Source: an optimization exercise on an open RTL-to-GDS flow (aim: small area and few clock cycles). Production flows keep margins and buffers that such runs may drop. Only simulation tests tie the RTL to the original design; equivalence was not proved.

==> build 42 <==
Design data_memory_ctrl, start of the top module:
module data_memory_ctrl #(
  parameter int unsigned DATA_W = 32,
  parameter int unsigned ADDR_W = 8,
  parameter int unsigned DEPTH  = 64
) (
  input  logic                clk,
  input  logic                reset,
  input  logic                req,
  input  logic                we,
  input  logic [ADDR_W-1:0]   address,
  input  logic [DATA_W-1:0]   data,
  input  logic [DATA_W/8-1:0] byte_en,
  input  logic                clear_req,
  output logic                ready,
  output logic [DATA_W-1:0]   data_out,
  output logic                rvalid,
  output logic                err,
  output logic                busy
);
==> module data_memory_ctrl, before the edit <==
module data_memory_ctrl #(
  parameter int unsigned DATA_W = 32,
  parameter int unsigned ADDR_W = 8,
  parameter int unsigned DEPTH  = 64
) (
  input  logic                clk,
  input  logic                reset,
  input  logic                req,
  input  logic                we,
  input  logic [ADDR_W-1:0]   address,
  input  logic [DATA_W-1:0]   data,
  input  logic [DATA_W/8-1:0] byte_en,
  input  logic                clear_req,
  output logic                ready,
  output logic [DATA_W-1:0]   data_out,
  output logic                rvalid,
  output logic                err,
  output logic                busy
);
  localparam int unsigned LANES = DATA_W / 8;
  localparam int unsigned IDX_W = (DEPTH > 1) ? $clog2(DEPTH) : 1;
  logic               sweep_q;
  logic               phase;
  logic               ready_c;
  logic               accept;
  logic               in_range;
  logic               wr;
  logic [IDX_W-1:0]   idx;
  logic [DEPTH-1:0]   hit;
  logic [DATA_W-1:0]  mem [DEPTH];
  logic [DATA_W-1:0]  mem_nx [DEPTH];
  logic [DEPTH-1:0]   wsel_n;
  logic [LANES-1:0]   lwr [DEPTH];
  logic [DATA_W-1:0]  wbit;
  logic [LANES-1:0]   lane_n;
  logic               rd;
  logic [DATA_W-1:0]  data_out_q;
  logic               rvalid_q;
  logic               err_q;
  logic [DATA_W-1:0]  rword;
  logic [DEPTH-1:0]   rsel;
  assign in_range = ({1'b0, address} < (ADDR_W + 1)'(DEPTH));
  assign idx      = address[IDX_W-1:0];
  assign ready_c  = ~reset & ~sweep_q;
  assign accept   = req & ready_c;
  assign wr       = accept & we & in_range;
  always_comb begin
    for (int unsigned w = 0; w < DEPTH; w++)
      hit[w] = (idx == IDX_W'(w));
  end
  always_ff @(posedge clk or posedge reset) begin
    if (reset) begin
      sweep_q <= 1'b1;
      phase   <= 1'b0;
    end else begin
      sweep_q <= clear_req & ready_c;
      phase   <= ~phase;
    end
  end
  always_comb begin
    for (int unsigned b = 0; b < DATA_W; b++)
      wbit[b] = sweep_q ? phase
              : (wr & byte_en[b/8]) ? (data[b] ^ phase) : 1'b1;
    for (int unsigned i = 0; i < LANES; i++)
      lane_n[i] = ~(sweep_q | (wr & byte_en[i]));
    for (int unsigned w = 0; w < DEPTH; w++) begin
      wsel_n[w] = ~(sweep_q | hit[w]);
      for (int unsigned i = 0; i < LANES; i++)
        lwr[w][i] = ~(wsel_n[w] | lane_n[i]);
    end
  end
  for (genvar w = 0; w < DEPTH; w++) begin : g_w
    for (genvar b = 0; b < DATA_W; b++) begin : g_b
      data_memory_ctrl_nx u_nx (
        .wsel_n(wsel_n[w]), .wbit(wbit[b]), .lwr(lwr[w][b/8]), .q(mem[w][b]),
        .d(mem_nx[w][b])
      );
    end
  end
  always_ff @(posedge clk) begin
    for (int unsigned w = 0; w < DEPTH; w++)
      mem[w] <= mem_nx[w];
  end
  always_ff @(posedge clk or posedge reset) begin
    if (reset) begin
      rvalid_q <= 1'b0;
      err_q    <= 1'b0;
    end else begin
      rvalid_q <= accept & ~we;
      err_q    <= accept & ~in_range;
    end
  end
  assign rd = accept & ~we & in_range;
  assign rsel = hit;
  for (genvar b = 0; b < DATA_W; b++) begin : g_rd
    logic [DEPTH-1:0] col;
    for (genvar w = 0; w < DEPTH; w++) begin : g_col
      assign col[w] = mem[w][b];
    end
    data_memory_ctrl_rd #(.N(DEPTH)) u_rd (.sel(rsel), .col(col), .o(rword[b]));
  end
  always_ff @(posedge clk) begin
    data_out_q <= rd ? (rword ^ {DATA_W{phase}}) : '0;
  end
  assign ready    = ready_c;
  assign busy     = ~ready_c;
  assign data_out = data_out_q;
  assign rvalid   = rvalid_q;
  assign err      = err_q;
endmodule
==> module data_memory_ctrl_rd, before the edit <==
module data_memory_ctrl_rd #(
  parameter int unsigned N = 64
) (
  input  logic [N-1:0] sel,
  input  logic [N-1:0] col,
  output logic         o
);
  localparam int unsigned G = N / 3;
  localparam int unsigned R = N - 3 * G;
  logic [G+R-1:0] g_n;
  for (genvar g = 0; g < G; g++) begin : g_grp
    data_memory_ctrl_aoi3 u_aoi (.s(sel[3*g +: 3]), .c(col[3*g +: 3]), .y(g_n[g]));
  end
  for (genvar r = 0; r < R; r++) begin : g_rem
    assign g_n[G+r] = ~(sel[3*G+r] & col[3*G+r]);
  end
  assign o = ~&g_n;
endmodule
Settings: LEC_CHECK=0, CAP_MARGIN=20, CORE_MARGIN=2, CORE_UTILIZATION=40, SLEW_MARGIN=20, SYNTH_HIERARCHICAL=1; clock period 4.0 ns.
run.sh (not shown) runs the stock make flow with config.mk's settings and CLKGATE_MAP_FILE= SYNTH_SCRIPT=/design/flow/synth_recipe.tcl, a recipe that flattens the netlist after the stock synthesis.
==> trial 98: changes against build 42 <==
==> flow/design.v (replaced) <==
module data_memory_ctrl #(
  parameter int unsigned DATA_W = 32,
  parameter int unsigned ADDR_W = 8,
  parameter int unsigned DEPTH  = 64
) (
  input  logic                clk,
  input  logic                reset,
  input  logic                req,
  input  logic                we,
  input  logic [ADDR_W-1:0]   address,
  input  logic [DATA_W-1:0]   data,
  input  logic [DATA_W/8-1:0] byte_en,
  input  logic                clear_req,
  output logic                ready,
  output logic [DATA_W-1:0]   data_out,
  output logic                rvalid,
  output logic                err,
  output logic                busy
);
  localparam int unsigned LANES = DATA_W / 8;
  localparam int unsigned IDX_W = (DEPTH > 1) ? $clog2(DEPTH) : 1;
  logic               sweep_q;
  logic               phase;
  logic               ready_c;
  logic               accept;
  logic               in_range;
  logic               wr;
  logic [7:0]         idx_lo_q;
  logic [7:0]         idx_hi_q;
  logic               phx_q;
  logic               sweep_nx;
  logic               rd_q;
  logic               rvalid1_q;
  logic               err1_q;
  logic [DEPTH-1:0]   hit;
  logic [DEPTH-1:0]   rsel;
  logic [DATA_W-1:0]  mem [DEPTH];
  logic [DATA_W-1:0]  mem_nx [DEPTH];
  logic [DEPTH-1:0]   wsel_n;
  logic [LANES-1:0]   lane_n;
  logic [LANES-1:0]   lwr [DEPTH];
  logic [DATA_W-1:0]  wbit;
  logic [DATA_W-1:0]  rword;
  logic [DATA_W-1:0]  data_out_q;
  logic               rvalid_q;
  logic               err_q;
  assign in_range = ({1'b0, address} < (ADDR_W + 1)'(DEPTH));
  assign ready_c  = ~reset & ~sweep_q;
  assign accept   = req & ready_c;
  assign wr       = accept & we & in_range;
  assign sweep_nx = clear_req & ready_c;
  always_ff @(posedge clk or posedge reset) begin
    if (reset) begin
      sweep_q   <= 1'b1;
      phase     <= 1'b0;
      lane_n    <= '0;
      rd_q      <= 1'b0;
      rvalid1_q <= 1'b0;
      err1_q    <= 1'b0;
      rvalid_q  <= 1'b0;
      err_q     <= 1'b0;
    end else begin
      sweep_q   <= sweep_nx;
      phase     <= ~phase;
      lane_n    <= ~({LANES{sweep_nx}} | (wr ? byte_en : '0));
      rd_q      <= accept & ~we & in_range;
      rvalid1_q <= accept & ~we;
      err1_q    <= accept & ~in_range;
      rvalid_q  <= rvalid1_q;
      err_q     <= err1_q;
    end
  end
  always_ff @(posedge clk) begin
    for (int unsigned j = 0; j < 8; j++) begin
      idx_lo_q[j] <= (address[2:0] == 3'(j));
      idx_hi_q[j] <= (address[5:3] == 3'(j)) & accept & in_range;
    end
  end
  always_ff @(posedge clk or posedge reset) begin
    if (reset) begin
      wbit <= '0;
    end else begin
      for (int unsigned b = 0; b < DATA_W; b++)
        wbit[b] <= sweep_nx ? ~phase
                 : (wr & byte_en[b/8]) ? (data[b] ^ ~phase) : 1'b1;
    end
  end
  always_comb begin
    for (int unsigned w = 0; w < DEPTH; w++)
      hit[w] = idx_hi_q[w/8] & idx_lo_q[w%8];
    for (int unsigned w = 0; w < DEPTH; w++)
      wsel_n[w] = ~(sweep_q | hit[w]);
  end
  for (genvar w = 0; w < DEPTH; w++) begin : g_lwr
    for (genvar i = 0; i < LANES; i++) begin : g_i
      data_memory_ctrl_nor2 u_lwr (.a(wsel_n[w]), .b(lane_n[i]), .y(lwr[w][i]));
    end
  end
  for (genvar w = 0; w < DEPTH; w++) begin : g_w
    for (genvar b = 0; b < DATA_W; b++) begin : g_b
      data_memory_ctrl_nx u_nx (
        .wsel_n(wsel_n[w]), .wbit(wbit[b]), .lwr(lwr[w][b/8]), .q(mem[w][b]),
        .d(mem_nx[w][b])
      );
    end
  end
  always_ff @(posedge clk) begin
    for (int unsigned w = 0; w < DEPTH; w++)
      mem[w] <= mem_nx[w];
  end
  assign rsel = hit;
  for (genvar b = 0; b < DATA_W; b++) begin : g_rd
    logic [DEPTH-1:0] col;
    for (genvar w = 0; w < DEPTH; w++) begin : g_col
      assign col[w] = mem[w][b];
    end
    data_memory_ctrl_rd #(.N(DEPTH)) u_rd (.sel(rsel), .col(col), .o(rword[b]));
  end
  always_ff @(posedge clk) begin
    data_out_q <= rword;
  end
  always_ff @(posedge clk or posedge reset) begin
    if (reset) phx_q <= 1'b0;
    else       phx_q <= rd_q & phase;
  end
  assign ready    = ready_c;
  assign busy     = ~ready_c;
  assign data_out = data_out_q ^ {DATA_W{phx_q}};
  assign rvalid   = rvalid_q;
  assign err      = err_q;
endmodule
module data_memory_ctrl_rd #(
  parameter int unsigned N = 64
) (
  input  logic [N-1:0] sel,
  input  logic [N-1:0] col,
  output logic         o
);
  logic [23:0] t_n;
  logic [5:0]  p;
  logic [2:0]  q_n;
  for (genvar g = 0; g < 21; g++) begin : g_grp
    data_memory_ctrl_aoi3 u_aoi (.s(sel[3*g +: 3]), .c(col[3*g +: 3]), .y(t_n[g]));
  end
  data_memory_ctrl_nand2 u_last (.a(sel[63]), .b(col[63]), .y(t_n[21]));
  assign t_n[23:22] = 2'b11;
  for (genvar k = 0; k < 5; k++) begin : g_p
    data_memory_ctrl_nand4 u_p (.a(t_n[4*k +: 4]), .y(p[k]));
  end
  data_memory_ctrl_nand2 u_p5 (.a(t_n[20]), .b(t_n[21]), .y(p[5]));
  for (genvar k = 0; k < 3; k++) begin : g_q
    data_memory_ctrl_nor2 u_q (.a(p[2*k]), .b(p[2*k+1]), .y(q_n[k]));
  end
  assign o = ~&q_n;
endmodule
module data_memory_ctrl_nand4 (
  input  logic [3:0] a,
  output logic       y
);
  assign y = ~&a;
endmodule
module data_memory_ctrl_nand2 (
  input  logic a,
  input  logic b,
  output logic y
);
  assign y = ~(a & b);
endmodule
module data_memory_ctrl_aoi3 (
  input  logic [2:0] s,
  input  logic [2:0] c,
  output logic       y
);
  assign y = ~|(s & c);
endmodule
module data_memory_ctrl_nx (
  input  logic wsel_n,
  input  logic wbit,
  input  logic lwr,
  input  logic q,
  output logic d
);
  assign d = ~((wsel_n | wbit) & (lwr | q));
endmodule
module data_memory_ctrl_nor2 (
  input  logic a,
  input  logic b,
  output logic y
);
  assign y = ~(a | b);
endmodule
==> flow/flow/run.sh (new file) <==
#!/bin/bash
# Layout: the standard flow (standard.sh, unchanged synthesis), with the
# clock tree built from clkbuf_16 leaf buffers over clusters of up to 24
# sinks and without dummy loads, and the port buffers made with buf_1.
# The make output goes to flow_make.log here; ORFS keeps each step's log
# under orfs/logs.
set -uo pipefail
export CTS_ARGS="-sink_clustering_enable -repair_clock_nets -dont_use_dummy_load -buf_list sky130_fd_sc_hd__clkbuf_16 -sink_clustering_size 24 -sink_clustering_max_diameter 70"
export BUFFER_PORTS_ARGS="-buffer_cell sky130_fd_sc_hd__buf_1"
bash standard.sh finish > flow_make.log 2>&1
status=$?
tail -40 flow_make.log
exit $status
==> flow/standard.sh (new file) <==
#!/bin/bash
# synth_recipe.tcl (not shown) runs the flow's synth.tcl, then flattens the netlist and writes it again
# the make line also repeats each setting of config.mk as NAME=value (left out here)
make -C /OpenROAD-flow-scripts/flow DESIGN_CONFIG=/design/flow/config.mk WORK_HOME=/design/flow/orfs CLKGATE_MAP_FILE= SYNTH_SCRIPT=/design/flow/synth_recipe.tcl "${@:-finish}"
- PLACE_DENSITY: default -> 0.75
removed: flow/run.sh
==> build 33: changes against build 42 <==
==> flow/design.v (replaced) <==
module data_memory_ctrl #(
  parameter int unsigned DATA_W = 32,
  parameter int unsigned ADDR_W = 8,
  parameter int unsigned DEPTH  = 64
) (
  input  logic                clk,
  input  logic                reset,
  input  logic                req,
  input  logic                we,
  input  logic [ADDR_W-1:0]   address,
  input  logic [DATA_W-1:0]   data,
  input  logic [DATA_W/8-1:0] byte_en,
  input  logic                clear_req,
  output logic                ready,
  output logic [DATA_W-1:0]   data_out,
  output logic                rvalid,
  output logic                err,
  output logic                busy
);
  localparam int unsigned LANES = DATA_W / 8;
  localparam int unsigned IDX_W = (DEPTH > 1) ? $clog2(DEPTH) : 1;
  logic               sweep_q;
  logic               phase;
  logic               ready_c;
  logic               accept;
  logic               in_range;
  logic               wr;
  logic [7:0]         idx_lo_q;
  logic [7:0]         idx_hi_q;
  logic               phx_q;
  logic               sweep_nx;
  logic               rd_q;
  logic               rvalid1_q;
  logic               err1_q;
  logic [DEPTH-1:0]   hit;
  logic [DEPTH-1:0]   rsel;
  logic [DATA_W-1:0]  mem [DEPTH];
  logic [DATA_W-1:0]  mem_nx [DEPTH];
  logic [DEPTH-1:0]   wsel_n;
  logic [LANES-1:0]   lane_n;
  logic [LANES-1:0]   lwr [DEPTH];
  logic [DATA_W-1:0]  wbit;
  logic [DATA_W-1:0]  rword;
  logic [DATA_W-1:0]  data_out_q;
  logic               rvalid_q;
  logic               err_q;
  assign in_range = ({1'b0, address} < (ADDR_W + 1)'(DEPTH));
  assign ready_c  = ~reset & ~sweep_q;
  assign accept   = req & ready_c;
  assign wr       = accept & we & in_range;
  assign sweep_nx = clear_req & ready_c;
  always_ff @(posedge clk or posedge reset) begin
    if (reset) begin
      sweep_q   <= 1'b1;
      phase     <= 1'b0;
      lane_n    <= '0;
      rd_q      <= 1'b0;
      rvalid1_q <= 1'b0;
      err1_q    <= 1'b0;
      rvalid_q  <= 1'b0;
      err_q     <= 1'b0;
    end else begin
      sweep_q   <= sweep_nx;
      phase     <= ~phase;
      lane_n    <= ~({LANES{sweep_nx}} | (wr ? byte_en : '0));
      rd_q      <= accept & ~we & in_range;
      rvalid1_q <= accept & ~we;
      err1_q    <= accept & ~in_range;
      rvalid_q  <= rvalid1_q;
      err_q     <= err1_q;
    end
  end
  always_ff @(posedge clk) begin
    for (int unsigned j = 0; j < 8; j++) begin
      idx_lo_q[j] <= (address[2:0] == 3'(j));
      idx_hi_q[j] <= (address[5:3] == 3'(j)) & accept & in_range;
    end
  end
  always_ff @(posedge clk or posedge reset) begin
    if (reset) begin
      wbit <= '0;
    end else begin
      for (int unsigned b = 0; b < DATA_W; b++)
        wbit[b] <= sweep_nx ? ~phase
                 : (wr & byte_en[b/8]) ? (data[b] ^ ~phase) : 1'b1;
    end
  end
  always_comb begin
    for (int unsigned w = 0; w < DEPTH; w++)
      hit[w] = idx_hi_q[w/8] & idx_lo_q[w%8];
    for (int unsigned w = 0; w < DEPTH; w++)
      wsel_n[w] = ~(sweep_q | hit[w]);
  end
  for (genvar w = 0; w < DEPTH; w++) begin : g_lwr
    for (genvar i = 0; i < LANES; i++) begin : g_i
      data_memory_ctrl_nor2 u_lwr (.a(wsel_n[w]), .b(lane_n[i]), .y(lwr[w][i]));
    end
  end
  for (genvar w = 0; w < DEPTH; w++) begin : g_w
    for (genvar b = 0; b < DATA_W; b++) begin : g_b
      data_memory_ctrl_nx u_nx (
        .wsel_n(wsel_n[w]), .wbit(wbit[b]), .lwr(lwr[w][b/8]), .q(mem[w][b]),
        .d(mem_nx[w][b])
      );
    end
  end
  always_ff @(posedge clk) begin
    for (int unsigned w = 0; w < DEPTH; w++)
      mem[w] <= mem_nx[w];
  end
  assign rsel = hit;
  for (genvar b = 0; b < DATA_W; b++) begin : g_rd
    logic [DEPTH-1:0] col;
    for (genvar w = 0; w < DEPTH; w++) begin : g_col
      assign col[w] = mem[w][b];
    end
    data_memory_ctrl_rd #(.N(DEPTH)) u_rd (.sel(rsel), .col(col), .o(rword[b]));
  end
  always_ff @(posedge clk) begin
    data_out_q <= rword;
  end
  always_ff @(posedge clk or posedge reset) begin
    if (reset) phx_q <= 1'b0;
    else       phx_q <= rd_q & phase;
  end
  assign ready    = ready_c;
  assign busy     = ~ready_c;
  assign data_out = data_out_q ^ {DATA_W{phx_q}};
  assign rvalid   = rvalid_q;
  assign err      = err_q;
endmodule
module data_memory_ctrl_rd #(
  parameter int unsigned N = 64
) (
  input  logic [N-1:0] sel,
  input  logic [N-1:0] col,
  output logic         o
);
  logic [23:0] t_n;
  logic [5:0]  p;
  logic [2:0]  q_n;
  for (genvar g = 0; g < 21; g++) begin : g_grp
    data_memory_ctrl_aoi3 u_aoi (.s(sel[3*g +: 3]), .c(col[3*g +: 3]), .y(t_n[g]));
  end
  data_memory_ctrl_nand2 u_last (.a(sel[63]), .b(col[63]), .y(t_n[21]));
  assign t_n[23:22] = 2'b11;
  for (genvar k = 0; k < 5; k++) begin : g_p
    data_memory_ctrl_nand4 u_p (.a(t_n[4*k +: 4]), .y(p[k]));
  end
  data_memory_ctrl_nand2 u_p5 (.a(t_n[20]), .b(t_n[21]), .y(p[5]));
  for (genvar k = 0; k < 3; k++) begin : g_q
    data_memory_ctrl_nor2 u_q (.a(p[2*k]), .b(p[2*k+1]), .y(q_n[k]));
  end
  assign o = ~&q_n;
endmodule
module data_memory_ctrl_nand4 (
  input  logic [3:0] a,
  output logic       y
);
  assign y = ~&a;
endmodule
module data_memory_ctrl_nand2 (
  input  logic a,
  input  logic b,
  output logic y
);
  assign y = ~(a & b);
endmodule
module data_memory_ctrl_aoi3 (
  input  logic [2:0] s,
  input  logic [2:0] c,
  output logic       y
);
  assign y = ~|(s & c);
endmodule
module data_memory_ctrl_nx (
  input  logic wsel_n,
  input  logic wbit,
  input  logic lwr,
  input  logic q,
  output logic d
);
  assign d = ~((wsel_n | wbit) & (lwr | q));
endmodule
module data_memory_ctrl_nor2 (
  input  logic a,
  input  logic b,
  output logic y
);
  assign y = ~(a | b);
endmodule
==> flow/flow/run.sh (new file) <==
#!/bin/bash
# Layout: the standard flow (standard.sh, unchanged synthesis), with the
# clock tree built from clkbuf_16 leaf buffers over clusters of up to 24
# sinks and without dummy loads, and the port buffers made with buf_1.
# The make output goes to flow_make.log here; ORFS keeps each step's log
# under orfs/logs.
set -uo pipefail
export CTS_ARGS="-sink_clustering_enable -repair_clock_nets -dont_use_dummy_load -buf_list sky130_fd_sc_hd__clkbuf_16 -sink_clustering_size 24 -sink_clustering_max_diameter 70"
export BUFFER_PORTS_ARGS="-buffer_cell sky130_fd_sc_hd__buf_1"
bash standard.sh finish > flow_make.log 2>&1
status=$?
tail -40 flow_make.log
exit $status
==> flow/standard.sh (new file) <==
#!/bin/bash
# synth_recipe.tcl (not shown) runs the flow's synth.tcl, then flattens the netlist and writes it again
# the make line also repeats each setting of config.mk as NAME=value (left out here)
make -C /OpenROAD-flow-scripts/flow DESIGN_CONFIG=/design/flow/config.mk WORK_HOME=/design/flow/orfs CLKGATE_MAP_FILE= SYNTH_SCRIPT=/design/flow/synth_recipe.tcl "${@:-finish}"
removed: flow/run.sh
==> impl_results.md <==
* Initial antenna violation count at 20
* Fraction of area in multi-input gates at 32.4%
* Vias in the first global route at 57100
* Yosys top cell area share at 62.3%
* Status: timing/DRC/antenna clean
* First-pass DRT Iterations at 11
The numbers above come from trial 98.

==> impl_results.md <==
* Fraction of area in multi-input gates at 32.3%
* Yosys top cell area share at 62.3%
* First-pass DRT Iterations at 7
* Cell taking the most area after synthesis: dfxtp_1
* Vias in the first global route at 55600
* Status: timing/DRC/antenna clean
* Rows at 150
The numbers above come from build 33.

==> impl_results.md <==
* Status: timing/DRC/antenna clean
* Fraction of area in multi-input gates at 30.9%
* Yosys top cell area share at 62.1%
* Setup Viol. Count Final at 0
* Most frequent cells in the layout: dfxtp_1, o22ai_1, a222oi_1
* Core Box Area at 167000 um2
* Initial antenna violation count at 11
* Distinct cells, synth at 35
The numbers above come from build 42.

Testbench counts of build 42, summed over its fixed seeds: cycles 24,046.
Testbench counts of trial 98, summed over its fixed seeds: cycles 24,053.
Testbench counts of build 33, summed over its fixed seeds: cycles 24,053.

[separate check: timing with driven ports]
Ports are ideal in the flow. The routed layouts listed here were re-timed in OpenROAD.
Step 1 assumes that a clkbuf_16 drives the clock port and a buf_2 every other input.
Step 2 adds t to the input delays and takes it off the output delays; t is the mean of the earliest and latest rising clock arrival at the registers after step 1. Input paths then give back, and output paths get back, about the clock's delay inside the block.
Slacks: ideal / step 1 / step 2; pairs: ideal / step 1.
run	shift t [ns]	setup WS [ns]	worst setup path after step 2	pins driven straight from the clock port
build 42	0.906	0.184 / 0.218 / -0.688	input to register	1
trial 98	0.811	0.516 / 0.433 / 0.628	register to register	1
build 33	0.817	0.566 / 0.485 / 0.716	register to register	1
Met with ideal ports but missed after step 2: setup timing in build 42. For build 42, which loses most, drivers alone change the setup slack by +0.034 ns; drivers and shift together by -0.872 ns.
